Background: an optimization exercise with open tools, aiming at small area, a short achievable clock period and few clock cycles per item. Do not read the settings as production practice. No functional check of the RTL was part of any run shown here.

**design/flow/design.v**
```verilog
`default_nettype none
package sm4TablesPkg;
  function automatic logic [1:0] gf4Mul(input logic [1:0] a, input logic [1:0] b);
    logic hh, ll, mm;
    hh = a[1] & b[1];
    ll = a[0] & b[0];
    mm = (a[1] ^ a[0]) & (b[1] ^ b[0]);
    gf4Mul = {mm ^ ll, hh ^ ll};
  endfunction
  function automatic logic [3:0] gf16Mul(input logic [3:0] a, input logic [3:0] b, input logic [1:0] nu);
    logic [1:0] hh, ll, mm;
    hh = gf4Mul(a[3:2], b[3:2]);
    ll = gf4Mul(a[1:0], b[1:0]);
    mm = gf4Mul(a[3:2] ^ a[1:0], b[3:2] ^ b[1:0]);
    gf16Mul = {mm ^ ll, gf4Mul(hh, nu) ^ ll};
  endfunction
  function automatic logic [3:0] gf16Inv2(input logic [3:0] a);
    case (a)
      4'd0: gf16Inv2 = 4'd0;
      4'd1: gf16Inv2 = 4'd1;
      4'd2: gf16Inv2 = 4'd3;
      4'd3: gf16Inv2 = 4'd2;
      4'd4: gf16Inv2 = 4'd15;
      4'd5: gf16Inv2 = 4'd12;
      4'd6: gf16Inv2 = 4'd9;
      4'd7: gf16Inv2 = 4'd11;
      4'd8: gf16Inv2 = 4'd10;
      4'd9: gf16Inv2 = 4'd6;
      4'd10: gf16Inv2 = 4'd8;
      4'd11: gf16Inv2 = 4'd7;
      4'd12: gf16Inv2 = 4'd5;
      4'd13: gf16Inv2 = 4'd14;
      4'd14: gf16Inv2 = 4'd13;
      4'd15: gf16Inv2 = 4'd4;
      default: gf16Inv2 = 4'd0;
    endcase
  endfunction
  function automatic logic [7:0] sbox(input logic [7:0] x);
    logic [7:0] t;
    logic [7:0] v;
    logic [3:0] ah, al, d, di;
    t[0] = x[1] ^ x[2] ^ x[5];
    t[1] = x[1] ^ x[4] ^ x[5] ^ x[6] ^ 1'b1;
    t[2] = x[2] ^ x[5] ^ x[7];
    t[3] = x[3] ^ x[4] ^ 1'b1;
    t[4] = x[0] ^ x[1] ^ x[2] ^ x[4] ^ x[6];
    t[5] = x[6] ^ 1'b1;
    t[6] = x[2] ^ x[7] ^ 1'b1;
    t[7] = x[0] ^ x[1] ^ x[2] ^ x[3] ^ x[4] ^ x[5] ^ x[6] ^ 1'b1;
    ah = t[7:4];
    al = t[3:0];
    d  = gf16Mul(ah, ah, 2'd2) ;
    d  = gf16Mul(d, 4'd9, 2'd2) ^ gf16Mul(ah, al, 2'd2) ^ gf16Mul(al, al, 2'd2);
    di = gf16Inv2(d);
    v  = {gf16Mul(ah, di, 2'd2), gf16Mul(ah ^ al, di, 2'd2)};
    sbox[0] = v[0] ^ v[2] ^ v[4] ^ v[6] ^ 1'b1;
    sbox[1] = v[0] ^ v[6] ^ 1'b1;
    sbox[2] = v[1] ^ v[2] ^ v[4] ^ v[5] ^ v[6];
    sbox[3] = v[0] ^ v[4] ^ v[6] ^ v[7];
    sbox[4] = v[1] ^ v[3] ^ v[7] ^ 1'b1;
    sbox[5] = v[1] ^ v[3] ^ v[5];
    sbox[6] = v[0] ^ v[1] ^ 1'b1;
    sbox[7] = v[0] ^ v[1] ^ v[2] ^ v[3] ^ v[5] ^ 1'b1;
  endfunction
  function automatic logic [31:0] ck(input logic [4:0] i);
    case (i)
      5'd0: ck = 32'h00070e15;
      5'd1: ck = 32'h1c232a31;
      5'd2: ck = 32'h383f464d;
      5'd3: ck = 32'h545b6269;
      5'd4: ck = 32'h70777e85;
      5'd5: ck = 32'h8c939aa1;
      5'd6: ck = 32'ha8afb6bd;
      5'd7: ck = 32'hc4cbd2d9;
      5'd8: ck = 32'he0e7eef5;
      5'd9: ck = 32'hfc030a11;
      5'd10: ck = 32'h181f262d;
      5'd11: ck = 32'h343b4249;
      5'd12: ck = 32'h50575e65;
      5'd13: ck = 32'h6c737a81;
      5'd14: ck = 32'h888f969d;
      5'd15: ck = 32'ha4abb2b9;
      5'd16: ck = 32'hc0c7ced5;
      5'd17: ck = 32'hdce3eaf1;
      5'd18: ck = 32'hf8ff060d;
      5'd19: ck = 32'h141b2229;
      5'd20: ck = 32'h30373e45;
      5'd21: ck = 32'h4c535a61;
      5'd22: ck = 32'h686f767d;
      5'd23: ck = 32'h848b9299;
      5'd24: ck = 32'ha0a7aeb5;
      5'd25: ck = 32'hbcc3cad1;
      5'd26: ck = 32'hd8dfe6ed;
      5'd27: ck = 32'hf4fb0209;
      5'd28: ck = 32'h10171e25;
      5'd29: ck = 32'h2c333a41;
      5'd30: ck = 32'h484f565d;
      5'd31: ck = 32'h646b7279;
      default: ck = 32'h0;
    endcase
  endfunction
  localparam logic [127:0] FK = {
    32'ha3b1bac6,
    32'h56aa3350,
    32'h677d9197,
    32'hb27022dc
  };
  function automatic logic [31:0] rotl(input logic [31:0] w, input int unsigned n);
    rotl = (w << n) | (w >> (32 - n));
  endfunction
  function automatic logic [31:0] tauSub(input logic [31:0] a);
    tauSub = {sbox(a[31:24]), sbox(a[23:16]), sbox(a[15:8]), sbox(a[7:0])};
  endfunction
  function automatic logic [31:0] dataT(input logic [31:0] x);
    logic [31:0] b;
    b = tauSub(x);
    dataT = b ^ rotl(b, 2) ^ rotl(b, 10) ^ rotl(b, 18) ^ rotl(b, 24);
  endfunction
  function automatic logic [31:0] keyT(input logic [31:0] x);
    logic [31:0] b;
    b = tauSub(x);
    keyT = b ^ rotl(b, 13) ^ rotl(b, 23);
  endfunction
endpackage
`default_nettype wire
`default_nettype none
package sm4CorePkg;
  localparam int WORD_W  = 32;
  localparam int BLOCK_W = 128;
  localparam int ROUNDS  = 32;
  localparam int ROUND_W = 5;
endpackage
`default_nettype wire
`default_nettype none
import sm4TablesPkg::*;
module sm4DataT (
  input  wire logic [31:0] y,
  output logic [31:0]      t
);
  assign t = sm4TablesPkg::dataT(y);
endmodule
module sm4KeyT (
  input  wire logic [31:0] y,
  output logic [31:0]      t
);
  assign t = sm4TablesPkg::keyT(y);
endmodule
`default_nettype wire
`default_nettype none
import sm4CorePkg::*;
module sm4Core (
  input  wire logic                             clk,
  input  wire logic                             rst_n,
  input  wire logic                             start,
  input  wire logic                             decrypt,
  input  wire logic [sm4CorePkg::BLOCK_W-1:0]   key,
  input  wire logic [sm4CorePkg::BLOCK_W-1:0]   textIn,
  output logic [sm4CorePkg::BLOCK_W-1:0]        textOut,
  output logic                                  done
);
  localparam logic [ROUND_W-1:0] CNT_LAST = ROUND_W'(ROUNDS - 1);
  logic               busy;
  logic               spec;
  logic               hitR;
  logic               rounds;
  logic               decMode;
  logic               valid;
  logic [ROUND_W-1:0] cnt;
  logic [ROUND_W-1:0] cntNext;
  logic               accept;
  logic               missNow;
  logic               lastRound;
  logic               toRounds;
  logic               keyBack;
  logic               dataRound;
  logic               saveEnd;
  logic               keyBackNext;
  logic [BLOCK_W-1:0] keyIn;
  logic [BLOCK_W-1:0] kw;
  logic [BLOCK_W-1:0] ko;
  assign keyIn     = key ^ sm4TablesPkg::FK;
  assign accept    = start && !busy;
  assign missNow   = spec && !hitR;
  assign lastRound = busy && rounds && !spec && (cnt == '0);
  assign toRounds  = busy && !rounds && (!decMode || cnt == CNT_LAST);
  always_comb
  begin
    if (accept)
      cntNext = decrypt ? CNT_LAST : ROUND_W'(1);
    else if (!busy || lastRound || missNow)
      cntNext = '0;
    else if (rounds ? decMode : (decMode && cnt == CNT_LAST))
      cntNext = rounds ? cnt - 1'b1 : cnt;
    else
      cntNext = cnt + 1'b1;
  end
  assign keyBackNext = accept ? decrypt
                              : (busy && !lastRound && !missNow && decMode && (rounds || toRounds));
  always_ff @(posedge clk or negedge rst_n)
  begin
    if (!rst_n)
    begin
      busy      <= 1'b0;
      spec      <= 1'b0;
      hitR      <= 1'b0;
      rounds    <= 1'b0;
      decMode   <= 1'b0;
      valid     <= 1'b0;
      cnt       <= '0;
      done      <= 1'b0;
      keyBack   <= 1'b0;
      dataRound <= 1'b0;
    end
    else
    begin
      done <= lastRound;
      cnt  <= cntNext;
      spec <= accept;
      hitR <= valid && (keyIn == kw);
      keyBack   <= keyBackNext;
      dataRound <= accept || (busy && !lastRound && !missNow && (rounds || toRounds));
      if (accept)
      begin
        busy    <= 1'b1;
        rounds  <= 1'b1;
        decMode <= decrypt;
      end
      else
      begin
        if (lastRound)
        begin
          busy  <= 1'b0;
          valid <= 1'b1;
        end
        if (missNow)
          rounds <= 1'b0;
        else if (toRounds)
          rounds <= 1'b1;
      end
    end
  end
  logic [WORD_W-1:0] k0, k1, k2, k3;
  logic [WORD_W-1:0] tk;
  logic [WORD_W-1:0] e0, e1, e2, e3;
  logic              stepFwd;
  logic              stepBack;
  logic              encEnd;
  logic [WORD_W-1:0] z;
  assign {k0, k1, k2, k3} = kw;
  sm4KeyT u_keyT (.y(z), .t(tk));
  assign encEnd   = lastRound && !decMode;
  assign stepFwd  = (accept && !decrypt) || (busy && !keyBack && !encEnd && !missNow);
  assign stepBack = busy && keyBack && !missNow;
  always_comb
  begin
    if ((accept && decrypt) || missNow || encEnd)
      {e0, e1, e2, e3} = ko;
    else if (stepFwd)
      {e0, e1, e2, e3} = {k1, k2, k3, k0};
    else if (stepBack)
      {e0, e1, e2, e3} = {k3, k0, k1, k2};
    else
      {e0, e1, e2, e3} = kw;
  end
  always_ff @(posedge clk)
    kw <= {(tk & {WORD_W{stepBack}}) ^ e0, e1, e2, (tk & {WORD_W{stepFwd}}) ^ e3};
  always_ff @(posedge clk)
    z <= (tk & {WORD_W{keyBackNext ? stepBack : stepFwd}}) ^
         (e1 ^ e2 ^ (keyBackNext ? e0 : e3) ^ sm4TablesPkg::ck(cntNext));
  assign saveEnd = busy && !missNow && (decMode ? (rounds && cnt == CNT_LAST)
                                                : (!rounds || cnt == '0));
  always_ff @(posedge clk)
  begin
    if (accept)
      ko <= keyIn;
    else if (saveEnd)
      ko <= kw;
  end
  logic [WORD_W-1:0] x0, x1, x2, x3;
  logic [WORD_W-1:0] ex0, ex1, ex2, ex3;
  logic [WORD_W-1:0] y;
  logic [WORD_W-1:0] ty;
  logic              dataStep;
  assign dataStep = dataRound && !missNow;
  sm4DataT u_dataT (.y(y), .t(ty));
  always_comb
  begin
    if (accept)
      {ex0, ex1, ex2, ex3} = textIn;
    else if (dataStep)
      {ex0, ex1, ex2, ex3} = {x1, x2, x3, x0};
    else
      {ex0, ex1, ex2, ex3} = {x0, x1, x2, x3};
  end
  always_ff @(posedge clk)
  begin
    {x0, x1, x2} <= {ex0, ex1, ex2};
    x3 <= (ty & {WORD_W{dataStep}}) ^ ex3;
    y  <= (ty & {WORD_W{dataStep}}) ^ (tk & {WORD_W{stepFwd}}) ^ (ex1 ^ ex2 ^ ex3 ^ e3);
  end
  assign textOut = {x3, x2, x1, x0};
endmodule
`default_nettype wire
```
**design/flow/flow/run.sh**
```bash
#!/bin/bash
# Own layout flow: the standard flow (standard.sh) with its synthesis
# changed in one place only. Where the standard synthesis maps all logic with
# its ABC script, this one maps the modules listed in flow/alt_modules.txt
# with the ABC script flow/alt.abc, and the rest with the standard script.
# The flip-flops are mapped before that step, as in the standard synthesis,
# so registers, names and cells are unchanged.
# flow/knobs.txt adds ORFS variables to both make calls.
# Each tool's full output goes to a log file of its own in this folder.
set -euo pipefail
here=$(pwd)
fdir=$here/flow
alts=$(tr '\n' ' ' < "$fdir/alt_modules.txt")
rest=$(tr '\n' ' ' < "$fdir/std_modules.txt")

sed "s#^  log_cmd abc {\*}\$abc_args#  set alt_args [lreplace \$abc_args 1 1 $fdir/alt.abc]\n  log_cmd abc {*}\$alt_args $alts\n  log_cmd abc {*}\$abc_args $rest#" \
  "$FLOW_HOME/scripts/synth.tcl" > "$here/own_synth.tcl"
grep -q "alt.abc" "$here/own_synth.tcl"
sed "s#\$::env(SCRIPTS_DIR)/synth.tcl#$here/own_synth.tcl#" "$here/synth_recipe.tcl" > "$here/own_synth_recipe.tcl"
grep -q "own_synth.tcl" "$here/own_synth_recipe.tcl"

knobs=()
if [[ -f $fdir/knobs.txt ]]; then
  while IFS= read -r line; do
    [[ -n "$line" && "$line" != \#* ]] && knobs+=("$line")
  done < "$fdir/knobs.txt"
fi

bash standard.sh "SYNTH_SCRIPT=$here/own_synth_recipe.tcl" "${knobs[@]}" synth > "$here/synth.log" 2>&1
bash standard.sh "SYNTH_SCRIPT=$here/own_synth_recipe.tcl" "${knobs[@]}" finish > "$here/layout.log" 2>&1
test -f "$here/out/final.def"
```
**design/flow/flow/alt.abc**
```
strash
dch
map -a
topo
stime -c
buffer -c
upsize -c
dnsize -c
```
**design/flow/flow/alt_modules.txt**
```
sm4DataT
sm4KeyT
```
**design/flow/flow/knobs.txt**
```
SYNTH_HIERARCHICAL=1
BUFFER_PORTS_ARGS=-buffer_cell sky130_fd_sc_hd__buf_1
```
**design/flow/flow/std_modules.txt**
```
sm4Core
```
**design/flow/standard.sh**
```bash
#!/bin/bash
# synth_recipe.tcl (not shown) runs the flow's synth.tcl, then flattens the netlist and writes it again
# the make line also repeats each setting of config.mk as NAME=value (left out here)
make -C /OpenROAD-flow-scripts/flow DESIGN_CONFIG=/design/flow/config.mk WORK_HOME=/design/flow/orfs CLKGATE_MAP_FILE= SYNTH_SCRIPT=/design/flow/synth_recipe.tcl "${@:-finish}"
```
**design/flow/config.mk**
```make
export PLATFORM = sky130hd
export DESIGN_NAME = sm4Core
export DESIGN_NICKNAME = sm4Core
export VERILOG_FILES = /design/flow/design.v
export SDC_FILE = /design/flow/constraint.sdc
export NUM_CORES = 8
export LEC_CHECK = 0
export CAP_MARGIN = 20
export CORE_MARGIN = 2
export CORE_UTILIZATION = 60
export SETUP_SLACK_MARGIN = 5
export SLEW_MARGIN = 20
export TNS_END_PERCENT = 0
```
**design/flow/constraint.sdc**
```tcl
create_clock -name core_clock -period 11.0 [get_ports {clk}]
set_input_delay 2.2000 -clock core_clock [delete_from_list [all_inputs] [get_ports {clk}]]
set_output_delay 2.2000 -clock core_clock [all_outputs]
set_load 0.01 [all_outputs]
```
==> impl_metrics.json, run 1 <==
{
  "status": "timing/DRC/antenna clean",
  "crit_fanout": 4,
  "yosys.area_share.xor_xnor_pct": 27.2,
  "syn2layout_area_growth_pct": 21.0,
  "start_util_pct": 60.8,
  "path_clk_slew_ns": 0.07,
  "totalWireLength_mm": 137,
  "synthTopCellsByArea": "dfxtp_1 15%, xor2_1 14%, edfxtp_1 13%",
  "synth_top_area_share_pct": 15.3,
  "synth.ff_latch_count": 462,
  "worst_pin_slew_ns": 1.11,
  "setup_viol": 0,
  "path_buf_inv": 8,
  "cts_buffers": 52,
  "core_um2": 61800,
  "fin_crit_sh_pct": 63.0,
  "final_hold_viol_count": 0,
  "critPathArrivalTime_ns": 7.42,
  "synth_most_common_cell": "nand2_1",
  "async_reset_ff_share_pct": 3.03,
  "synthTopCellsByCount": "1,001 x nand2_1, 603 x xor2_1, 323 x xnor2_1",
  "synth_compound_area_share_pct": 13.5,
  "rsz0062_at_grt": "true",
  "grt_use_total_pct": 40.4,
  "hpwl_mm": 95.7,
  "fin_crit_ns": 6.93,
  "hold_ws_ns": 0.474,
  "tritoncts": "built",
  "clock-root-buffer": "clkbuf_16",
  "clkSinkCount": 462,
  "cpPeakStageDelay_ns": 0.38,
  "max-clock-path-buffers": 3,
  "synthSimpleGateAreaFrac_pct": 18.0,
  "route.detailed.drc": 0,
  "ys_types": 85,
  "grt-ovfl-total": 0,
  "critPathKind": "reg2reg",
  "hold_class": "reg2reg",
  "synth_mux_area_share_pct": 3.96,
  "skew_ns": 0.0352,
  "synth_cells": 4628,
  "clkLatencyLatePin_ns": 0.63,
  "syn_avg_cell_area_um2": 8.12,
  "slowest_stage": "dfxtp_4",
  "viasPerCell": 5.90,
  "crit_path_start_kind": "flop",
  "grt_max_degree": 214,
  "finalSetupTns_ns": 0,
  "die_area_um2": 64700,
  "mappedNetlistNets": 4980,
  "htree_num_levels": 2,
  "drt-pass1-iter-count": 8,
  "synth_top_flop_cell": "dfxtp_1",
  "io_pins": 389,
  "n_fill_cell": 4680,
  "antenna_found_initial": 9,
  "slew_violations": 0,
  "ys_warn_count": 9,
  "drv_cap": 0,
  "grt_first_pass_wirelength_mm": 198,
  "drt-initial-drc-count": 4058,
  "die_h_um": 254,
  "finalNetCount": 5392,
  "fp.dieW_um": 254,
  "wire_per_inst_um": 23.1,
  "vias": 35000,
  "fmax_ghz": 0.144,
  "synth_top_family_by_area": "XOR/XNOR gates",
  "synth_top_area_cell": "dfxtp_1",
  "ant_nets": 0,
  "r2r_slack_ns": 4.07,
  "synth_area_um2": 37600,
  "grt_pass1_vias": 32800,
  "io_buffers": 388,
  "crit_path_end_kind": "flop",
  "synth-edff-count": 160,
  "cp_top_family": "XOR/XNOR gates",
  "gp_congestion": 1.00,
  "slew_headroom_pct": 25.7,
  "layout-drive-gt1-share_pct": 16.6,
  "num_rows": 91,
  "synth-seq-area-share_pct": 29.0,
  "required_ns": 11.49,
  "synth_fa_ha_area_share_pct": 3.06
}
## Yosys stat by module, one instance, submodules excluded
module,copies in the design,cell area (um2)
sm4Core,1,25600
sm4DataT,1,6240
sm4KeyT,1,5740
## sequential cells by signal, summed over array words and instances (netlist names), 5 cells and up
register and flops:
ko 128, x1 32, cnt 5, y 32, x3 32, x2 32, z 32, x0 32
kw 128
## cell families (layout without fill, tap and decap cells)
kind of cell | after synthesis | count (layout)
AND/OR/NAND/NOR | 1594 | 1594
buffers and inverters | 491 | 947
XOR/XNOR | 1036 | 1036
other | 0 | 4
adder cells (fa/ha/maj) | 92 | 92
multiplexers | 143 | 143
flip-flops | 462 | 462
AO/OA/AOI/OAI | 810 | 810
## worst min-delay path, stage by stage (launching register included)
cell and delay, ns:
edfxtp_1 0.32, nand2_1 0.04, o31ai_1 0.07
## final timing paths
path / end / cells past startpoint / start
max in group asynchronous: cnt[1] / 1 / rst_n
min in group asynchronous: keyBack / 1 / rst_n
worst min-delay path: kw[75] / 2 / ko[75]
worst max register to register: y[1] / 37 / y[26]
worst max-delay path: y[1] / 37 / y[26]
worst min register to register: kw[75] / 2 / ko[75]
## timing repair
action / CTS / global route
cloned: 0 / 0
endpoints found under the setup margin: 160 / 160
hold buffers: 0 / 0
pin swaps: 149 / 56
buffers inserted: 116 / 28
resized for setup: 369 / 72
## stage by stage
step	setup slack, ns	area [um2]	utilization [%]	std cells
6_report	4.07	45500	73.6	5925
5_1_grt	3.68	45500	73.5	5922
4_1_cts	4.58	44800	72.4	5893
3_5_place_dp	3.44	39600	64.0	5679
3_3_place_gp	3.43	39600	64.0	5679
2_1_floorplan	4.61	37600	-	4628
## cell type report
cell class              count  area (um2)  share of cell area [%]
clock inverters            20         143                   0.314
inverters                 284        1070                    2.35
multi-input cells        3675       27800                    61.1
repair buffers            565        2940                    6.45
diodes                      4        10.0                  0.0220
clock buffers              78        1560                    3.44
well taps                 837        1050                    2.30
flip-flops and latches    462       10900                    24.1
## layer usage
layer,vias up,part of all wire (%),GRT usage [%]
met3,449,9.9,8.91
met5,-,0.036,0
met1,16500,38,49.8
met2,1948,45,64.5
li1,16100,-,-
met4,8,7.4,25.3
## layout by cell type, fill, tap and decap left out, drive strengths merged, types with 92 or more instances in the layout
cell type / n
xor2: 645
buf: 565
nand2: 1027
dfxtp: 288
inv: 281
mux2i: 97
edfxtp: 160
o21ai: 325
nor2: 293
xnor2: 350
ha: 92
a21oi: 172
==> inputs of run 2 (changes only) <==
==> design/flow/flow/alt.abc (replaced) <==
strash
dch
map -B 0.9
topo
stime -c
buffer -c
upsize -c
dnsize -c
==> run 2 against run 1 <==
Still clean on timing, DRC and antenna. Via count rose by 34%. Die area is 17% higher. Hold slack worse by 0.0069 ns. Count of clock-buffer cells in the layout is 6 lower. Highest routed layer unchanged.
==> impl_metrics.json, run 2 <==
{
  "grt-ovfl-total": 0,
  "final_cell_mix": "2,268 x nand2_1, 580 x nand3_1, 456 x inv_1",
  "vias": 46700,
  "synth-seq-area-share_pct": 24.9,
  "die_h_um": 275,
  "synth-edff-count": 160,
  "finalSetupTns_ns": 0,
  "n_fill_cell": 6335,
  "synth_top_flop_cell": "dfxtp_1",
  "die_area_um2": 75400,
  "hold_class": "reg2reg",
  "route.detailed.drc": 0,
  "clock-root-buffer": "clkbuf_16",
  "fmax_ghz": 0.168,
  "syn_avg_cell_area_um2": 6.74,
  "slew_headroom_pct": 29.3,
  "clkLatencyLatePin_ns": 0.68,
  "ys_types": 87,
  "crit_path_end_kind": "flop",
  "synth_cells": 6519,
  "clkSinkCount": 462,
  "drt-pass1-iter-count": 6,
  "r2r_start": "y[28]",
  "synth_area_um2": 43900,
  "hold_depth": 2,
  "finalNetCount": 7191,
  "max-clock-path-buffers": 3,
  "start_util_pct": 60.4,
  "top_regs": "ko x128, kw x128",
  "mappedNetlistNets": 6871,
  "slew_violations": 0,
  "wire_per_inst_um": 20.9,
  "htree_num_levels": 2,
  "syn2layout_area_growth_pct": 15.2,
  "io_buffers": 388,
  "r2r_slack_ns": 5.14,
  "path_clk_slew_ns": 0.07,
  "fin_crit_sh_pct": 54.0,
  "drv_cap": 0,
  "synth_most_common_cell": "nand2_1",
  "synthTopCellsByArea": "nand2_1 20%, dfxtp_1 13%, edfxtp_1 11%",
  "synth.ff_latch_count": 462,
  "layout-drive-gt1-share_pct": 15.0,
  "grt_pass1_vias": 40900,
  "fin_crit_ns": 5.94,
  "rr_worst_depth": 47,
  "critPathKind": "in2reg",
  "totalWireLength_mm": 164,
  "gp_congestion": 1.03,
  "grt_max_degree": 224,
  "ys_warn_count": 9,
  "hpwl_mm": 124,
  "grt_use_total_pct": 41.1,
  "setup_viol": 0,
  "status": "timing/DRC/antenna clean",
  "hold_ws_ns": 0.467,
  "skew_ns": 0.0875,
  "tritoncts": "built",
  "min_to": "kw[61]",
  "crit_path_start_kind": "input port",
  "async_reset_ff_share_pct": 3.03,
  "r2r_end": "y[12]",
  "io_pins": 389,
  "crit_fanout": 53,
  "viasPerCell": 5.94,
  "synth_top_area_cell": "nand2_1",
  "antenna_found_initial": 15,
  "drt-initial-drc-count": 5062,
  "synth_top_area_share_pct": 20.1,
  "num_rows": 99,
  "critPathArrivalTime_ns": 6.50,
  "core_um2": 72700,
  "grt_first_pass_wirelength_mm": 240,
  "worst_pin_slew_ns": 1.06,
  "fp.dieW_um": 275,
  "min_from": "ko[61]",
  "synthTopCellsByCount": "2,354 x nand2_1, 594 x nand3_1, 470 x inv_1",
  "final_common_cell": "nand2_1",
  "ant_nets": 0,
  "cts_buffers": 54,
  "required_ns": 11.56,
  "rsz0062_at_grt": "true",
  "final_hold_viol_count": 0
}
## run 2: cell count changes in the layout (fill, tap and decap cells not counted), sizes merged, moves of 23 or more
cell,delta
nand2,+1591
nand3,+571
xor2,-333
inv,+279
xnor2,-152
buf,-82
nor2,-65
nand3b,+44
or2,-43
nand4,+40
a21oi,-23
## run 2: what timing repair did
| action | CTS | global route |
|---|---|---|
| cloned | 0 | 1 |
| resized for setup | 32 | 389 |
| buffers inserted | 2 | 60 |
| hold buffers | 0 | 0 |
| setup endpoints to repair | 53 | 157 |
| pin swaps | 0 | 101 |
| endpoints found under the hold margin | 0 | 0 |
## run 2: worst max path at each step
stage           from     to  slack, ns
2_1_floorplan   spec  ko[0]       5.86
3_3_place_gp   z[18]  y[12]       4.13
3_5_place_dp   z[18]  y[12]       4.16
4_1_cts         y[2]  y[13]       4.87
5_1_grt        y[28]  y[12]       4.74
6_report       start   z[6]       5.06
## run 2: Yosys stat by module (local to each module, per instance)
| module | copies in the design | cell area (um2) |
|---|---|---|
| sm4DataT | 1 | 9580 |
| sm4Core | 1 | 25600 |
| sm4KeyT | 1 | 8740 |
## run 2: logic make-up (layout without fill, tap and decap cells)
group	Yosys count	in the layout	synth area share (%)
xor gates and xnor gates	559	559	13.5
DFF	462	462	24.9
adders and majority gates	92	92	2.62
AOI/OAI and AO/OA	757	757	10.7
muxes	140	140	3.31
buffers and inverters	782	1147	7.02
and+or+nand+nor	3727	3728	38.0
other	0	15	0
## run 2: final cells by class
cell class | count | area, um2 | area share, %
multi-input combinational | 5276 | 32000 | 63.3
sequential | 462 | 11000 | 21.8
timing repair buffer | 483 | 2340 | 4.61
inverter | 562 | 2120 | 4.20
clock buffer | 72 | 1570 | 3.11
tap | 959 | 1200 | 2.37
clock inverter | 30 | 307 | 0.605
antenna | 15 | 37.5 | 0.0741
## run 2: layer usage
metal,track usage (%),vias up,routed length (um)
met3,8.86,482,19500
li1,-,22100,-
met5,0,-,27
met1,55.4,21700,64200
met2,62.9,2423,70800
met4,19.5,4,9530
## run 2: worst max-delay path: stages
cell and delay [ns]:
buf_1 0.18, nand2b_4 0.36, inv_4 0.56, buf_4 0.48, nand2b_2 0.32, nand2_4 0.40, buf_4 0.66, o311a_1 0.36
mux2i_1 0.12, xnor3_1 0.54, xnor2_1 0.17
## run 2: through the flow
stage                     cells  utilization (%)  worst slack [ns]  area, um2
after floorplan            6519                -              5.86      44000
after global placement     7678             63.3              4.13      46000
after detailed placement   7679             63.3              4.16      46000
after CTS                  7783             66.3              4.87      48200
after global routing       7848             69.6              4.74      50600
final                      7859             69.6              5.06      50600
==> inputs of run 3 (changes only) <==
==> design/flow/flow/alt.abc (replaced) <==
strash
dch
map -B 0.5
topo
stime -c
buffer -c
upsize -c
dnsize -c
==> run 3 against run 2 <==
Still clean. Global-route usage increased by 0.87 points. Final cell count grew 0.60%. First-iteration DRC count increased by 1.6%. Critical path type unchanged.
==> impl_metrics.json, run 3 <==
{
  "worst_pin_slew_ns": 1.14,
  "required_ns": 11.51,
  "synthTopCellsByArea": "nand2_1 19%, dfxtp_1 13%, edfxtp_1 11%",
  "mappedNetlistNets": 6944,
  "totalWireLength_mm": 171,
  "synth_cells": 6592,
  "status": "timing/DRC/antenna clean",
  "die_h_um": 277,
  "crit_path_end_kind": "flop",
  "drv_cap": 0,
  "slew_headroom_pct": 23.9,
  "fp.dieW_um": 277,
  "route.detailed.drc": 0,
  "slew_violations": 0,
  "start_util_pct": 60.4,
  "syn2layout_area_growth_pct": 14.4,
  "synth-seq-area-share_pct": 24.4,
  "drt-initial-drc-count": 5142,
  "cts_hold_buf": 0,
  "cts_buffers": 53,
  "synth_area_um2": 44700,
  "critPathArrivalTime_ns": 6.39,
  "finalSetupTns_ns": 0,
  "synth.ff_latch_count": 462,
  "io_pins": 389,
  "rsz0062_at_grt": "true",
  "synthTopCellsByCount": "2,306 x nand2_1, 776 x nand3_1, 346 x inv_1",
  "vias": 48800,
  "gp_congestion": 1.03,
  "layout-drive-gt1-share_pct": 13.8,
  "fin_area_um2": 51100,
  "grt_max_degree": 214,
  "syn_avg_cell_area_um2": 6.78,
  "synth_top_area_share_pct": 19.4,
  "tritoncts": "built",
  "crit_path_start_kind": "input port",
  "num_rows": 100,
  "clkSinkCount": 462,
  "antenna_found_initial": 12,
  "die_area_um2": 76700,
  "async_reset_ff_share_pct": 3.03,
  "wire_per_inst_um": 21.6,
  "setup_viol": 0,
  "ys_types": 95,
  "skew_ns": 0.0293,
  "htree_num_levels": 2,
  "critPathKind": "in2reg",
  "grt_pass1_vias": 43300,
  "drt-pass1-iter-count": 9,
  "path_clk_slew_ns": 0.07,
  "io_buffers": 388,
  "fin_crit_sh_pct": 53.4,
  "finalNetCount": 7237,
  "clkLatencyLatePin_ns": 0.63,
  "synth_top_flop_cell": "dfxtp_1",
  "final_core_util_pct": 69.0,
  "hold_ws_ns": 0.477,
  "hpwl_mm": 128,
  "crit_fanout": 45,
  "final_cell_mix": "2,206 x nand2_1, 756 x nand3_1, 388 x buf_1",
  "fin_crit_ns": 5.88,
  "final_hold_viol_count": 0,
  "max-clock-path-buffers": 3,
  "core_um2": 74100,
  "clock-root-buffer": "clkbuf_16",
  "grt-ovfl-total": 0,
  "synth_top_area_cell": "nand2_1",
  "ant_nets": 0,
  "grt_first_pass_wirelength_mm": 253,
  "grt_use_total_pct": 42.0,
  "fmax_ghz": 0.170,
  "synth_most_common_cell": "nand2_1",
  "synth-edff-count": 160,
  "ys_warn_count": 9,
  "hold_class": "reg2reg",
  "top_regs": "ko x128, kw x128",
  "final_common_cell": "nand2_1",
  "viasPerCell": 6.17,
  "dpl_cell_area_um2": 46700
}
run 3: worst max-delay path: stages:
cell,delay [ns]
buf_1,0.28
nand2b_4,0.43
inv_6,0.55
nand2_1,0.43
nand2_1,0.37
inv_1,0.20
ha_1,0.58
nor2_1,0.19
a211oi_1,0.07
nor3_2,0.52
xor3_1,0.51
run 3: what timing repair did:
action | 4_1_cts | 5_1_grt
setup buffers | 0 | 46
resized for setup | 57 | 386
gates cloned | 0 | 1
endpoints found under the setup margin | 80 | 158
pin swaps | 2 | 68
run 3: cells by family (layout without fill, tap and decap cells):
family                   count (synthesis)  after routing  synth area share [%]
AO/OA/AOI/OAI                          808            808                  11.3
other                                    0              7                     0
buffers and inverters                  632            969                  5.70
multiplexers                           141            141                  3.28
flip-flops                             462            462                  24.4
adder cells (fa/ha/maj)                 92             92                  2.57
AND/OR/NAND/NOR                       3920           3921                  39.9
XOR/XNOR                               537            537                  12.8
run 3: cell type report:
class,count,area (um2)
clock inverter,27,226
inverter,401,1530
antenna,7,17.5
timing repair buffer,468,2160
sequential,462,11000
fill,6525,22900
clock buffer,73,1550
multi-input combinational,5499,33400
tap,969,1210
run 3: stage by stage:
step | instances | setup WS (ns)
after floorplan | 6592 | 5.86
after global placement | 7751 | 4.13
after detailed placement | 7751 | 4.14
after CTS | 7851 | 4.86
after global routing | 7901 | 4.80
final | 7906 | 5.12
run 3: worst paths after layout:
check                           startpoint  endpoint  slack, ns  depth (start not counted)
min in group asynchronous            rst_n   keyBack       1.67                          1
worst min register to register      ko[74]    kw[74]       0.48                          2
max in group asynchronous            rst_n     valid       8.80                          1
worst max register to register        y[1]     y[27]       5.15                         42
worst min-delay path                ko[74]    kw[74]       0.48                          2
worst max-delay path                 start     z[31]       5.12                         11
run 3: per-module statistics from Yosys, one instance, submodules excluded:
module,area [um2],flops+latches,cells inside
sm4Core,25600,462,2911
sm4DataT,9550,0,1850
sm4KeyT,9530,0,1831
run 3: per-layer routing:
layer  routed length, um  track usage, %  up-vias
li1                    -               -    22800
met5                  35               0        -
met1               64500            52.8    22700
met3               18700            9.36      571
met2               74300            65.2     2718
met4               13400            27.0        6
==> inputs of run 4 (changes only) <==
==> design/flow/flow/alt.abc (replaced) <==
strash
dch
map
topo
stime -c
buffer -c
upsize -c
dnsize -c
==> run 4 against run 3 <==
Clock skew grew 0.053 ns. Register-to-register slack lost 0.20 ns. Non-clock buffer count grew 225. Via count grew 17%. Still clean on timing, DRC and antenna. Critical path depth grew 23. Design area grew 17%. Largest cell class unchanged. Core utilization grew 5.6 points. Final cell count grew 8.3%. Maximum frequency shrank 2.8%. Global-route usage grew 2.2 points.
==> impl_metrics.json, run 4 <==
{
  "status": "timing/DRC/antenna clean",
  "slew_headroom_pct": 18.5,
  "slew_violations": 0,
  "fp.dieW_um": 289,
  "setup_slack_ns": 4.95,
  "synth-edff-count": 160,
  "synth-seq-area-share_pct": 22.4,
  "crit_fanout": 5,
  "hold_class": "reg2reg",
  "drt-initial-drc-count": 7251,
  "synth_most_common_cell": "nand2_1",
  "ys_warn_count": 9,
  "core_um2": 80400,
  "num_rows": 104,
  "drv_cap": 0,
  "mappedNetlistNets": 7295,
  "route.detailed.drc": 0,
  "layout-drive-gt1-share_pct": 21.9,
  "grt_first_pass_wirelength_mm": 290,
  "dpl_cell_area_um2": 50700,
  "synthTopCellsByCount": "1,834 x nand2_1, 866 x nand3_1, 366 x nand4_1",
  "gp_congestion": 1.04,
  "io_buffers": 388,
  "fmax_ghz": 0.165,
  "synth_top_flop_cell": "dfxtp_1",
  "r2r_slack_ns": 4.95,
  "synth_area_um2": 48700,
  "syn_avg_cell_area_um2": 7.01,
  "clkSinkCount": 462,
  "antenna_found_initial": 7,
  "cts_buffers": 56,
  "final_common_cell": "nand2_1",
  "worst_pin_slew_ns": 1.22,
  "vias": 57300,
  "grt_max_degree": 214,
  "fin_crit_ns": 6.05,
  "grt_use_total_pct": 44.2,
  "crit_path_end_kind": "flop",
  "syn2layout_area_growth_pct": 23.4,
  "cpMostUsedCell": "nand2_2",
  "clkLatencyLatePin_ns": 0.71,
  "fin_area_um2": 60000,
  "synth.ff_latch_count": 462,
  "path_buf_inv": 2,
  "n_fill_cell": 6297,
  "die_h_um": 289,
  "viasPerCell": 6.70,
  "fin_crit_sh_pct": 55.0,
  "cts_hold_buf": 0,
  "async_reset_ff_share_pct": 3.03,
  "start_util_pct": 60.5,
  "path_clk_slew_ns": 0.07,
  "wire_per_inst_um": 23.4,
  "die_area_um2": 83400,
  "critPathArrivalTime_ns": 6.64,
  "setup_viol": 0,
  "tritoncts": "built",
  "top_regs": "ko x128, kw x128",
  "drt-pass1-iter-count": 7,
  "finalNetCount": 7801,
  "synth_top_area_share_pct": 14.1,
  "required_ns": 11.60,
  "slowest_stage": "xnor3_1",
  "crit_path_start_kind": "flop",
  "clock-root-buffer": "clkbuf_16",
  "synth_top_area_cell": "nand2_1",
  "htree_num_levels": 2,
  "preCtsSetupSlack_ns": 3.77,
  "io_pins": 389,
  "totalWireLength_mm": 200,
  "grt-ovfl-total": 0,
  "max-clock-path-buffers": 3,
  "final_hold_viol_count": 0,
  "finalSetupTns_ns": 0,
  "synthTopCellsByArea": "nand2_1 14%, dfxtp_1 12%, edfxtp_1 9.9%",
  "critPathKind": "reg2reg",
  "final_cell_mix": "1,623 x nand2_1, 713 x nand3_1, 388 x buf_1",
  "cp_top_family": "simple AND/OR/NAND/NOR gates",
  "rsz0062_at_grt": "true",
  "ant_nets": 0,
  "hpwl_mm": 144,
  "grt_pass1_vias": 50700,
  "cpPeakStageDelay_ns": 0.39,
  "ys_types": 111,
  "synth_cells": 6943,
  "skew_ns": 0.0819
}
==> run 4: cell types whose count changed in the layout (fill, tap and decap cells not counted), moves of 53 or more <==
cell | previous run | this run
nand4_1 | 175 | 366
nand3_4 | 10 | 63
a21oi_1 | 152 | 242
buf_4 | 72 | 285
nor2_1 | 187 | 270
nand2_1 | 2206 | 1623
nand3_2 | 76 | 181
==> run 4: path summary, 6_finish.rpt <==
kind / start / to / cells after the start
min: ko[77] / kw[77] / 2
min reg2reg: ko[77] / kw[77] / 2
max in group asynchronous: rst_n / cnt[3] / 1
max: y[10] / y[10] / 34
min in group asynchronous: rst_n / done / 1
max reg2reg: y[10] / y[10] / 34
==> run 4: repair_timing <==
item	in CTS	in global routing
gates resized for setup	343	744
buffers inserted	46	224
endpoints found under the setup margin	125	160
cloned	2	2
pin swaps	66	345
==> run 4: through the flow <==
step | instances | hold slack, ns | utilization, %
6_report | 8560 | 0.488 | 74.6
5_1_grt | 8557 | 0.508 | 74.6
4_1_cts | 8330 | 0.492 | 68.1
3_5_place_dp | 8177 | 0.474 | 63.1
3_3_place_gp | 8177 | 0.461 | 63.1
2_1_floorplan | 6943 | 0.434 | -
==> run 4: Yosys stat by module, one instance, submodules excluded <==
module,cells,flip-flops and latches,area [um2],times used
sm4Core,2911,462,25600,1
sm4DataT,2055,0,11700,1
sm4KeyT,1977,0,11300,1
==> run 4: cells by family (layout without fill, tap and decap cells) <==
| family | Yosys count | count (layout) | share of synthesized area [%] |
|---|---|---|---|
| buffers and inverters | 634 | 1183 | 5.27 |
| adder cells (fa/ha/maj) | 92 | 92 | 2.37 |
| AND/OR/NAND/NOR | 3844 | 3847 | 38.0 |
| other | 0 | 4 | 0 |
| flip-flops | 462 | 462 | 22.4 |
| multiplexers | 141 | 141 | 3.02 |
| AO/OA/AOI/OAI | 1317 | 1318 | 18.6 |
| XOR/XNOR | 453 | 453 | 10.3 |
==> run 4: worst min-delay path: cells and delay by family, from the launching register on <==
family	cells	cell delay, ns
AOI/OAI and AO/OA	1	0.07
and+or+nand+nor	1	0.06
DFF	1	0.33
==> run 4: final cells by class <==
type / instances / area (um2) / share of cell area (%)
Antenna cell: 4 / 10.0 / 0.0167
Multi-Input combinational cell: 5851 / 40300 / 67.2
Clock buffer: 76 / 1570 / 2.61
Clock inverter: 29 / 348 / 0.579
Inverter: 385 / 1480 / 2.47
Timing Repair Buffer: 693 / 3940 / 6.57
Tap cell: 1060 / 1330 / 2.21
Sequential cell: 462 / 11000 / 18.4
==> run 4: metal layers <==
layer  wire length (um)  up-vias  GRT usage [%]  part of all wire (%)
li1                   -    25900              -                     -
met1              72100    26700           54.5                    36
met2              86400     3870           67.5                    43
met3              23900      935           11.6                    12
met4              17400       12           30.4                   8.7
met5                245        -              0                  0.12
==> inputs of run 5 (changes only) <==
==> design/flow/flow/alt.abc (replaced) <==
strash
dch
map -B 0.9
topo
stime -c
buffer -c
upsize -c
dnsize -c
--- a/design/flow/config.mk
+++ b/design/flow/config.mk
@@ -8,6 +8,6 @@
 export CAP_MARGIN = 20
 export CORE_MARGIN = 2
 export CORE_UTILIZATION = 60
-export SETUP_SLACK_MARGIN = 5
+export SETUP_SLACK_MARGIN = 4
 export SLEW_MARGIN = 20
 export TNS_END_PERCENT = 0
==> run 5 against run 4 <==
Still clean. Die area down 9.6%. Sequential cell count is the same. Register-to-register slack worse by 0.95 ns. Final cell count is 9.0% lower. Critical path type unchanged. Largest cell class unchanged. Highest routed layer unchanged.
==> impl_metrics.json, run 5 <==
{
  "ys_types": 87,
  "cts_setup_buffers": 0,
  "status": "timing/DRC/antenna clean",
  "rsz0062_at_grt": "true",
  "die_h_um": 275,
  "slowest_stage": "xor2_1",
  "gp_congestion": 1.03,
  "synthTopCellsByArea": "nand2_1 20%, dfxtp_1 13%, edfxtp_1 11%",
  "crit_path_start_kind": "flop",
  "hold_ws_ns": 0.469,
  "route.met2.wl_mm": 68.9,
  "grt-ovfl-total": 0,
  "highest_layer": "met5",
  "grt_pass1_vias": 40800,
  "final_cell_mix": "2,351 x nand2_1, 594 x nand3_1, 470 x inv_1",
  "ys_warn_count": 9,
  "required_ns": 11.47,
  "slew_headroom_pct": 22.4,
  "synth.ff_latch_count": 462,
  "skew_ns": 0.0891,
  "viasPerCell": 5.89,
  "route.detailed.drc": 0,
  "final_hold_viol_count": 0,
  "cts_buffers": 54,
  "top_regs": "ko x128, kw x128",
  "clock-root-buffer": "clkbuf_16",
  "fin_crit_ns": 7.00,
  "ant_nets": 0,
  "layout-drive-gt1-share_pct": 9.89,
  "slew_violations": 0,
  "critPathKind": "reg2reg",
  "clkLatencyLatePin_ns": 0.68,
  "hpwl_mm": 124,
  "synth_most_common_cell": "nand2_1",
  "syn_avg_cell_area_um2": 6.74,
  "start_util_pct": 60.4,
  "core_um2": 72700,
  "numPlacedInstances": 7679,
  "finalNetCount": 7128,
  "synth_area_um2": 43900,
  "grt_max_degree": 224,
  "synth-edff-count": 160,
  "fin_crit_sh_pct": 63.6,
  "finalSetupTns_ns": 0,
  "synth_top_area_share_pct": 20.1,
  "fmax_ghz": 0.143,
  "io_buffers": 388,
  "crit_path_end_kind": "flop",
  "synth-seq-area-share_pct": 24.9,
  "cpMostUsedCell": "nand2_1",
  "synthTopCellsByCount": "2,354 x nand2_1, 594 x nand3_1, 470 x inv_1",
  "cpPeakStageDelay_ns": 0.82,
  "synth_top_flop_cell": "dfxtp_1",
  "preCtsSetupSlack_ns": 4.16,
  "path_clk_slew_ns": 0.07,
  "antenna_found_initial": 18,
  "crit_fanout": 8,
  "setup_slack_ns": 4.00,
  "grt_first_pass_wirelength_mm": 239,
  "final_common_cell": "nand2_1",
  "die_area_um2": 75400,
  "layout.cells.non_filler": 7791,
  "drv_cap": 0,
  "async_reset_ff_share_pct": 3.03,
  "totalWireLength_mm": 160,
  "synth_top_area_cell": "nand2_1",
  "max-clock-path-buffers": 3,
  "drt-pass1-iter-count": 8,
  "drt-initial-drc-count": 5160,
  "hold_class": "reg2reg",
  "worst_pin_slew_ns": 1.16,
  "synth_cells": 6519,
  "clkSinkCount": 462,
  "setup_viol": 0,
  "mappedNetlistNets": 6871,
  "wl_met3_mm": 18.7,
  "critPathArrivalTime_ns": 7.46,
  "wl_met1_mm": 64.1,
  "grt_use_total_pct": 41.0,
  "num_rows": 99,
  "tritoncts": "built",
  "cp_top_family": "simple AND/OR/NAND/NOR gates",
  "vias": 45900,
  "wire_per_inst_um": 20.6,
  "fp.dieW_um": 275,
  "htree_num_levels": 2,
  "syn2layout_area_growth_pct": 9.22,
  "io_pins": 389,
  "path_buf_inv": 4
}
==> run 5: cell count changes in the layout (fill, tap and decap cells not counted), sizes merged, moves of 30 or more <==
| cell | previous run | this run |
|---|---|---|
| a21oi | 329 | 149 |
| buf | 693 | 421 |
| inv | 384 | 560 |
| nand2 | 1949 | 2617 |
| nand3 | 957 | 641 |
| nand4 | 397 | 79 |
| nor2 | 324 | 228 |
| o21ai | 401 | 315 |
| o2bb2ai | 91 | 5 |
| xnor2 | 168 | 198 |
| xor2 | 220 | 312 |
==> run 5: path summary, 6_finish.rpt <==
check | from | to | slack [ns] | cells past startpoint
worst max register to register | z[14] | y[11] | 4.00 | 32
max in group asynchronous | rst_n | cnt[3] | 8.86 | 1
min in group asynchronous | rst_n | keyBack | 1.60 | 1
worst min-delay path | ko[61] | kw[61] | 0.47 | 2
worst min register to register | ko[61] | kw[61] | 0.47 | 2
worst max-delay path | z[14] | y[11] | 4.00 | 32
==> run 5: timing repair <==
item / 4_1_cts / 5_1_grt
hold endpoints to repair: 0 / 0
resized for setup: 0 / 6
hold buffers: 0 / 0
setup endpoints to repair: 0 / 11
==> run 5: per-module statistics from Yosys (local to each module, per instance) <==
module,cells,copies in the design
sm4Core,2911,1
sm4DataT,1810,1
sm4KeyT,1798,1
==> run 5: layer usage <==
metal | track usage [%] | vias to the layer above
met4 | 20.0 | 12
met1 | 54.8 | 21200
met2 | 62.4 | 2363
li1 | - | 22000
met5 | 0 | -
met3 | 9.33 | 406
==> run 5: cell type report <==
class | instances | area [um2]
antenna | 10 | 25.0
timing repair buffer | 421 | 1730
tap | 959 | 1200
sequential | 462 | 10900
fill | 6719 | 24700
multi-input combinational | 5275 | 30100
clock buffer | 72 | 1570
inverter | 562 | 2120
clock inverter | 30 | 307
==> run 5: tightest hold or removal path: stages (launching register included) <==
cell and delay, ns:
edfxtp_1 0.33, nand2_1 0.06, o31ai_2 0.07
==> run 5: cells by family after synthesis <==
kind of cell	share of synthesized area, %
AND/OR/NAND/NOR	38.0
buffers and inverters	7.02
AO/OA/AOI/OAI	10.7
flip-flops	24.9
adder cells (fa/ha/maj)	2.62
XOR/XNOR	13.5
multiplexers	3.31
==> run 5: through the flow <==
step / utilization [%] / instance area, um2
finish: 66.0 / 48000
global placement: 63.3 / 46000
CTS: 65.9 / 47900
floorplan: - / 44000
global route: 66.0 / 48000
detailed placement: 63.3 / 46000
==> inputs of run 6 (changes only) <==
--- a/design/flow/config.mk
+++ b/design/flow/config.mk
@@ -8,6 +8,6 @@
 export CAP_MARGIN = 20
 export CORE_MARGIN = 2
 export CORE_UTILIZATION = 60
-export SETUP_SLACK_MARGIN = 4
+export SETUP_SLACK_MARGIN = 4.5
 export SLEW_MARGIN = 20
 export TNS_END_PERCENT = 0
==> run 6 against run 5 <==
Sequential share of layout area shrank 0.23 points. First-iteration DRC count rose by 2.2%. Critical path type unchanged.
==> impl_metrics.json, run 6 <==
{
  "cpMostUsedCell": "nand2_1",
  "fin_crit_ns": 6.30,
  "r2r_end": "y[14]",
  "preCtsSetupSlack_ns": 4.16,
  "final_cell_mix": "2,340 x nand2_1, 593 x nand3_1, 470 x inv_1",
  "final_hold_viol_count": 0,
  "htree_num_levels": 2,
  "io_buffers": 388,
  "async_reset_ff_share_pct": 3.03,
  "fp.dieW_um": 275,
  "drt-initial-drc-count": 5276,
  "antenna_found_initial": 19,
  "cts_buffers": 54,
  "wire_per_inst_um": 20.7,
  "hold_depth": 2,
  "critPathLaunch": "z[20]",
  "top_regs": "ko x128, kw x128",
  "synth-edff-count": 160,
  "path_clk_slew_ns": 0.07,
  "setup_slack_ns": 4.70,
  "setup_viol": 0,
  "numPlacedInstances": 7679,
  "grt_max_degree": 224,
  "finalNetCount": 7134,
  "slew_headroom_pct": 29.6,
  "grt_pass1_vias": 40800,
  "cts_hold_buf": 0,
  "crit_path_end_kind": "flop",
  "dpl_cell_area_um2": 46000,
  "hold_class": "reg2reg",
  "fin_area_um2": 48500,
  "io_pins": 389,
  "ys_types": 87,
  "endpoint": "y[14]",
  "synth_most_common_cell": "nand2_1",
  "layout-drive-gt1-share_pct": 11.0,
  "clkLatencyLatePin_ns": 0.68,
  "crit_path_start_kind": "flop",
  "syn2layout_area_growth_pct": 10.5,
  "critPathArrivalTime_ns": 6.76,
  "synth.ff_latch_count": 462,
  "mappedNetlistNets": 6871,
  "grt-ovfl-total": 0,
  "start_util_pct": 60.4,
  "drt-pass1-iter-count": 10,
  "worst_pin_slew_ns": 1.06,
  "syn_avg_cell_area_um2": 6.74,
  "grt_use_total_pct": 41.0,
  "status": "timing/DRC/antenna clean",
  "crit_fanout": 8,
  "core_um2": 72700,
  "cpPeakStageDelay_ns": 0.55,
  "skew_ns": 0.0936,
  "ys_warn_count": 9,
  "synth_top_flop_cell": "dfxtp_1",
  "synthTopCellsByCount": "2,354 x nand2_1, 594 x nand3_1, 470 x inv_1",
  "rr_worst_depth": 35,
  "layout.cells.non_filler": 7800,
  "slew_violations": 0,
  "tritoncts": "built",
  "required_ns": 11.47,
  "gp_congestion": 1.03,
  "synth-seq-area-share_pct": 24.9,
  "synth_top_area_cell": "nand2_1",
  "synthTopCellsByArea": "nand2_1 20%, dfxtp_1 13%, edfxtp_1 11%",
  "num_rows": 99,
  "finalSetupTns_ns": 0,
  "clock-root-buffer": "clkbuf_16",
  "ant_nets": 0,
  "synth_top_area_share_pct": 20.1,
  "fmax_ghz": 0.159,
  "r2r_slack_ns": 4.70,
  "hold_ws_ns": 0.469,
  "max-clock-path-buffers": 3,
  "synth_cells": 6519,
  "vias": 45900,
  "grt_first_pass_wirelength_mm": 239,
  "die_h_um": 275,
  "critPathKind": "reg2reg",
  "r2r_start": "z[20]",
  "synth_area_um2": 43900,
  "final_common_cell": "nand2_1",
  "hpwl_mm": 124,
  "totalWireLength_mm": 161,
  "clkSinkCount": 462,
  "viasPerCell": 5.88,
  "rsz0062_at_grt": "true",
  "drv_cap": 0,
  "fin_crit_sh_pct": 57.2,
  "route.detailed.drc": 0,
  "die_area_um2": 75400,
  "slowest_stage": "xnor2_1"
}
==> run 6: cell types whose count changed in the layout (fill, tap and decap cells not counted), moves of 10 or more <==
cell	before	now
dfxtp_1	288	276
dfxtp_2	0	11
nand2_1	2351	2340
nand2_2	220	231
xnor2_1	187	170
xnor2_2	8	24
xor2_1	281	265
xor2_4	7	17
==> run 6: area by class of cell <==
class                   instances  area (um2)
fillers                      6623       24200
multi-input cells            5275       30600
flip-flops and latches        462       10900
diodes                         13        32.5
clock inverters                30         307
inverters                     562        2120
well taps                     959        1200
repair buffers                427        1830
clock buffers                  72        1570
==> run 6: how the worst min path moves through the flow <==
stage,start,to,slack (ns)
2_1_floorplan,valid,valid,0.43
3_3_place_gp,valid,valid,0.45
3_5_place_dp,valid,valid,0.46
4_1_cts,ko[61],kw[61],0.46
5_1_grt,ko[61],kw[61],0.50
6_report,ko[61],kw[61],0.47
==> run 6: cells by family after synthesis <==
logic type | after synthesis | synth area share [%]
and+or+nand+nor | 3727 | 38.0
AOI/OAI and AO/OA | 757 | 10.7
DFF | 462 | 24.9
buffers and inverters | 782 | 7.02
muxes | 140 | 3.31
xor gates and xnor gates | 559 | 13.5
adders and majority gates | 92 | 2.62
==> run 6: layer usage <==
| layer | part of all wire, % | GRT usage [%] | up-vias |
|---|---|---|---|
| li1 | - | - | 22000 |
| met1 | 40 | 54.9 | 21100 |
| met2 | 43 | 62.4 | 2330 |
| met3 | 12 | 9.33 | 428 |
| met4 | 5.4 | 20.0 | 12 |
| met5 | 0.049 | 0 | - |
==> run 6: what timing repair did <==
action / CTS / global route
resized for setup: 3 / 82
cloned: 0 / 0
setup endpoints to repair: 8 / 66
pin swaps: 0 / 4
buffers inserted: 0 / 6
==> run 6: modules after synthesis (local to each module, per instance) <==
module	area, um2	flip-flops and latches	cells	copies in the design
sm4DataT	9580	0	1810	1
sm4KeyT	8740	0	1798	1
sm4Core	25600	462	2911	1
==> run 6: critical path, delay by kind of cell (launching register included) <==
kind,cells,cell delay (ns)
flops,1,0.49
buf+inv,4,0.36
xor+xnor,6,1.76
simple gates,23,2.91
fa+ha+maj,2,0.56
==> run 6: stage by stage <==
stage | util [%]
2_1_floorplan | -
3_3_place_gp | 63.3
3_5_place_dp | 63.3
4_1_cts | 65.9
5_1_grt | 66.7
6_report | 66.8
==> inputs of run 7 (changes only) <==
--- a/design/flow/design.v
+++ b/design/flow/design.v
@@ -14,53 +14,53 @@
     mm = gf4Mul(a[3:2] ^ a[1:0], b[3:2] ^ b[1:0]);
     gf16Mul = {mm ^ ll, gf4Mul(hh, nu) ^ ll};
   endfunction
-  function automatic logic [3:0] gf16Inv2(input logic [3:0] a);
+  function automatic logic [3:0] gf16Inv3(input logic [3:0] a);
     case (a)
-      4'd0: gf16Inv2 = 4'd0;
-      4'd1: gf16Inv2 = 4'd1;
-      4'd2: gf16Inv2 = 4'd3;
-      4'd3: gf16Inv2 = 4'd2;
-      4'd4: gf16Inv2 = 4'd15;
-      4'd5: gf16Inv2 = 4'd12;
-      4'd6: gf16Inv2 = 4'd9;
-      4'd7: gf16Inv2 = 4'd11;
-      4'd8: gf16Inv2 = 4'd10;
-      4'd9: gf16Inv2 = 4'd6;
-      4'd10: gf16Inv2 = 4'd8;
-      4'd11: gf16Inv2 = 4'd7;
-      4'd12: gf16Inv2 = 4'd5;
-      4'd13: gf16Inv2 = 4'd14;
-      4'd14: gf16Inv2 = 4'd13;
-      4'd15: gf16Inv2 = 4'd4;
-      default: gf16Inv2 = 4'd0;
+      4'd0: gf16Inv3 = 4'd0;
+      4'd1: gf16Inv3 = 4'd1;
+      4'd2: gf16Inv3 = 4'd3;
+      4'd3: gf16Inv3 = 4'd2;
+      4'd4: gf16Inv3 = 4'd10;
+      4'd5: gf16Inv3 = 4'd8;
+      4'd6: gf16Inv3 = 4'd14;
+      4'd7: gf16Inv3 = 4'd13;
+      4'd8: gf16Inv3 = 4'd5;
+      4'd9: gf16Inv3 = 4'd11;
+      4'd10: gf16Inv3 = 4'd4;
+      4'd11: gf16Inv3 = 4'd9;
+      4'd12: gf16Inv3 = 4'd15;
+      4'd13: gf16Inv3 = 4'd7;
+      4'd14: gf16Inv3 = 4'd6;
+      4'd15: gf16Inv3 = 4'd12;
+      default: gf16Inv3 = 4'd0;
     endcase
   endfunction
   function automatic logic [7:0] sbox(input logic [7:0] x);
     logic [7:0] t;
     logic [7:0] v;
     logic [3:0] ah, al, d, di;
-    t[0] = x[1] ^ x[2] ^ x[5];
-    t[1] = x[1] ^ x[4] ^ x[5] ^ x[6] ^ 1'b1;
-    t[2] = x[2] ^ x[5] ^ x[7];
-    t[3] = x[3] ^ x[4] ^ 1'b1;
-    t[4] = x[0] ^ x[1] ^ x[2] ^ x[4] ^ x[6];
+    t[0] = x[0] ^ x[1] ^ 1'b1;
+    t[1] = x[0] ^ x[2] ^ x[5] ^ x[6];
+    t[2] = x[3] ^ x[4] ^ x[5];
+    t[3] = x[0] ^ x[1] ^ x[5] ^ x[6] ^ x[7] ^ 1'b1;
+    t[4] = x[0] ^ x[1] ^ x[2] ^ x[4] ^ 1'b1;
     t[5] = x[6] ^ 1'b1;
-    t[6] = x[2] ^ x[7] ^ 1'b1;
+    t[6] = x[0] ^ x[1] ^ x[3] ^ x[4] ^ x[5] ^ x[6] ^ x[7];
     t[7] = x[0] ^ x[1] ^ x[2] ^ x[3] ^ x[4] ^ x[5] ^ x[6] ^ 1'b1;
     ah = t[7:4];
     al = t[3:0];
-    d  = gf16Mul(ah, ah, 2'd2) ;
-    d  = gf16Mul(d, 4'd9, 2'd2) ^ gf16Mul(ah, al, 2'd2) ^ gf16Mul(al, al, 2'd2);
-    di = gf16Inv2(d);
-    v  = {gf16Mul(ah, di, 2'd2), gf16Mul(ah ^ al, di, 2'd2)};
-    sbox[0] = v[0] ^ v[2] ^ v[4] ^ v[6] ^ 1'b1;
-    sbox[1] = v[0] ^ v[6] ^ 1'b1;
-    sbox[2] = v[1] ^ v[2] ^ v[4] ^ v[5] ^ v[6];
-    sbox[3] = v[0] ^ v[4] ^ v[6] ^ v[7];
-    sbox[4] = v[1] ^ v[3] ^ v[7] ^ 1'b1;
-    sbox[5] = v[1] ^ v[3] ^ v[5];
-    sbox[6] = v[0] ^ v[1] ^ 1'b1;
-    sbox[7] = v[0] ^ v[1] ^ v[2] ^ v[3] ^ v[5] ^ 1'b1;
+    d  = gf16Mul(ah, ah, 2'd3) ;
+    d  = gf16Mul(d, 4'd12, 2'd3) ^ gf16Mul(ah, al, 2'd3) ^ gf16Mul(al, al, 2'd3);
+    di = gf16Inv3(d);
+    v  = {gf16Mul(ah, di, 2'd3), gf16Mul(ah ^ al, di, 2'd3)};
+    sbox[0] = v[0] ^ v[1] ^ v[2] ^ v[3] ^ v[4] ^ v[6] ^ 1'b1;
+    sbox[1] = v[0] ^ v[1] ^ v[5] ^ v[6] ^ v[7] ^ 1'b1;
+    sbox[2] = v[1] ^ v[2] ^ v[3] ^ v[6];
+    sbox[3] = v[0] ^ v[1] ^ v[4] ^ v[6];
+    sbox[4] = v[1] ^ v[3] ^ v[4] ^ v[6] ^ v[7] ^ 1'b1;
+    sbox[5] = v[1] ^ v[3] ^ v[4] ^ v[5] ^ v[6];
+    sbox[6] = v[0] ^ v[4] ^ v[5] ^ 1'b1;
+    sbox[7] = v[0] ^ v[2] ^ v[4] ^ v[6] ^ v[7] ^ 1'b1;
   endfunction
   function automatic logic [31:0] ck(input logic [4:0] i);
     case (i)
--- a/design/flow/config.mk
+++ b/design/flow/config.mk
@@ -8,6 +8,6 @@
 export CAP_MARGIN = 20
 export CORE_MARGIN = 2
 export CORE_UTILIZATION = 60
-export SETUP_SLACK_MARGIN = 4.5
+export SETUP_SLACK_MARGIN = 5
 export SLEW_MARGIN = 20
 export TNS_END_PERCENT = 0
==> run 7 against run 6 <==
Critical path depth grew 12. Via count grew 5.5%. Synthesized area grew 0.90%. Synthesized cell count grew 4.8%. Clock skew shrank 0.066 ns. Sequential cell count is the same. Design area grew 4.9%. Die area grew 0.89%. Critical path type unchanged. Still clean. Highest routed layer unchanged. Hold slack gained 0.0061 ns. Final cell count grew 4.4%.
==> impl_metrics.json, run 7 <==
{
  "fin_crit_sh_pct": 53.2,
  "final_common_cell": "nand2_1",
  "grt_first_pass_wirelength_mm": 241,
  "top_regs": "ko x128, kw x128",
  "slowest_stage": "dfxtp_2",
  "hold_class": "reg2reg",
  "crit_path_end_kind": "flop",
  "tritoncts": "built",
  "grt_pass1_vias": 43100,
  "start_util_pct": 60.7,
  "ys_warn_count": 9,
  "hpwl_mm": 124,
  "antenna_found_initial": 3,
  "cts_buffers": 51,
  "wire_per_inst_um": 20.2,
  "setup_viol": 0,
  "synthTopCellsByCount": "2,749 x nand2_1, 675 x nand3_1, 418 x inv_1",
  "synth.ff_latch_count": 462,
  "slew_headroom_pct": 21.7,
  "totalWireLength_mm": 164,
  "clock-root-buffer": "clkbuf_16",
  "drt-pass1-iter-count": 28,
  "die_h_um": 276,
  "n_fill_cell": 6489,
  "synthTopCellsByArea": "nand2_1 23%, dfxtp_1 13%, edfxtp_1 11%",
  "fin_crit_ns": 5.85,
  "path_clk_slew_ns": 0.07,
  "cpPeakStageDelay_ns": 0.33,
  "required_ns": 11.53,
  "max-clock-path-buffers": 3,
  "grt_max_degree": 265,
  "drt-initial-drc-count": 5076,
  "viasPerCell": 5.94,
  "fmax_ghz": 0.171,
  "die_area_um2": 76100,
  "status": "timing/DRC/antenna clean",
  "slew_violations": 0,
  "synth-edff-count": 160,
  "mappedNetlistNets": 7143,
  "use_met3_pct": 8.79,
  "grt_busiest_layer": "met2",
  "crit_path_start_kind": "flop",
  "ant_nets": 0,
  "synth_most_common_cell": "nand2_1",
  "layout-drive-gt1-share_pct": 15.5,
  "finalSetupTns_ns": 0,
  "syn2layout_area_growth_pct": 14.9,
  "async_reset_ff_share_pct": 3.03,
  "grt_util_met2_pct": 64.4,
  "final_hold_viol_count": 0,
  "htree_num_levels": 2,
  "synth_top_area_share_pct": 23.3,
  "route.detailed.drc": 0,
  "met1_usage_pct": 50.5,
  "grt-ovfl-total": 0,
  "core_um2": 73100,
  "clkLatencyLatePin_ns": 0.63,
  "worst_pin_slew_ns": 1.17,
  "crit_fanout": 8,
  "layout.cells.non_filler": 8142,
  "synth_cells": 6831,
  "synth_area_um2": 44300,
  "numPlacedInstances": 7990,
  "cpMostUsedCell": "nand2_2",
  "num_rows": 99,
  "gp_congestion": 1.06,
  "final_cell_mix": "2,594 x nand2_1, 640 x nand3_1, 409 x inv_1",
  "vias": 48400
}
[run 7: changes by cell type after synthesis, moves of 10 or more]
cell,delta
nor2_1,-11
nand2_2,+31
nand2_1,+395
xnor2_1,-22
ha_1,-40
inv_2,+13
nand3b_1,-21
inv_1,-52
xor2_1,-13
o21ai_1,-10
xor2_2,-15
nand3_1,+81
nand4_1,-22
[run 7: cells by family after synthesis]
logic type	after synthesis	share of synthesized area [%]
xor gates and xnor gates	503	11.7
adders and majority gates	52	1.47
and+or+nand+nor	4197	42.0
DFF	462	24.6
buffers and inverters	739	6.58
AOI/OAI and AO/OA	739	10.4
muxes	139	3.26
[run 7: cell type report]
class / count / area (um2) / area share [%]
multi-input combinational: 5630 / 32800 / 64.4
tap: 959 / 1200 / 2.36
timing repair buffer: 468 / 2160 / 4.23
clock inverter: 28 / 305 / 0.599
antenna: 4 / 10.0 / 0.0197
clock buffer: 67 / 1410 / 2.76
inverter: 524 / 2000 / 3.93
sequential: 462 / 11000 / 21.7
[run 7: what timing repair did]
action,4_1_cts,5_1_grt
endpoints found under the setup margin,47,151
setup buffers,1,51
resized for setup,37,478
pin swaps,4,119
hold endpoints to repair,0,0
hold buffers,0,0
[run 7: worst paths after layout]
path | start | slack, ns | endpoint | cells after the start
setup / recovery | y[12] | 5.15 | y[11] | 47
hold / removal | ko[63] | 0.47 | kw[63] | 2
max in group asynchronous | rst_n | 8.80 | cnt[1] | 1
min in group asynchronous | rst_n | 1.67 | valid | 1
hold reg to reg | ko[63] | 0.47 | kw[63] | 2
setup reg to reg | y[12] | 5.15 | y[11] | 47
[run 7: through the flow]
step	area, um2	worst slack, ns	hold WS, ns	util [%]
2_1_floorplan	44400	5.86	0.434	-
3_3_place_gp	46400	3.99	0.460	63.5
3_5_place_dp	46400	3.92	0.459	63.5
4_1_cts	48300	4.79	0.464	66.1
5_1_grt	50900	4.82	0.499	69.7
6_report	50900	5.15	0.475	69.7
[run 7: Yosys stat by module (local to each module, per instance)]
module    area, um2  cells inside
sm4DataT       9920          2060
sm4Core       25600          2911
sm4KeyT        8800          1860
[run 7: critical path, delay by kind of cell (launching register included)]
family / cells / cell delay [ns]
AO/OA/AOI/OAI: 1 / 0.19
XOR/XNOR: 6 / 1.20
adder cells (fa/ha/maj): 2 / 0.41
buffers and inverters: 6 / 0.46
flip-flops: 1 / 0.33
multiplexers: 1 / 0.31
AND/OR/NAND/NOR: 31 / 2.87
[run 7: per-layer routing]
layer	part of all wire (%)	wire, um
met2	45	73100
met3	10	17100
met1	38	61900
met4	7.4	12100
met5	0.0079	13

==> port drivers added, routing unchanged <==
The results above use ideal ports. As a check the final layouts listed here were re-extracted and re-timed, cells and wires unchanged.
Step 1: set_driving_cell puts a clkbuf_16 on clk and a buf_2 on each other input, an assumption about the parent block.
Step 2 also shifts input and output timing later by t, the mid clock arrival at the registers, as if the neighbouring blocks saw the same clock.
Slacks: no drivers / after step 1 / after step 2; pairs: no drivers / after step 1.
run | t (ns) | setup WS [ns] | clock arrival spread, ns | slew at the worst register clock pin (ns)
run 1 | 0.676 | 4.065 / 4.065 / 4.065 | 0.035 / 0.035 | 0.07 / 0.07
run 2 | 0.697 | 5.058 / 5.058 / 4.361 | 0.088 / 0.088 | 0.07 / 0.07
run 3 | 0.694 | 5.121 / 5.153 / 4.471 | 0.032 / 0.033 | 0.07 / 0.07
run 4 | 0.754 | 4.954 / 4.954 / 4.631 | 0.085 / 0.085 | 0.07 / 0.07
run 5 | 0.696 | 4.003 / 4.003 / 4.003 | 0.089 / 0.089 | 0.07 / 0.07
run 6 | 0.695 | 4.703 / 4.703 / 4.366 | 0.094 / 0.094 | 0.07 / 0.07
run 7 | 0.688 | 5.151 / 5.151 / 4.537 | 0.028 / 0.028 | 0.07 / 0.07
After both steps every run listed still meets setup and hold. For run 2, which loses most, drivers alone change the setup slack by 0.000 ns; drivers and shift together by -0.697 ns.
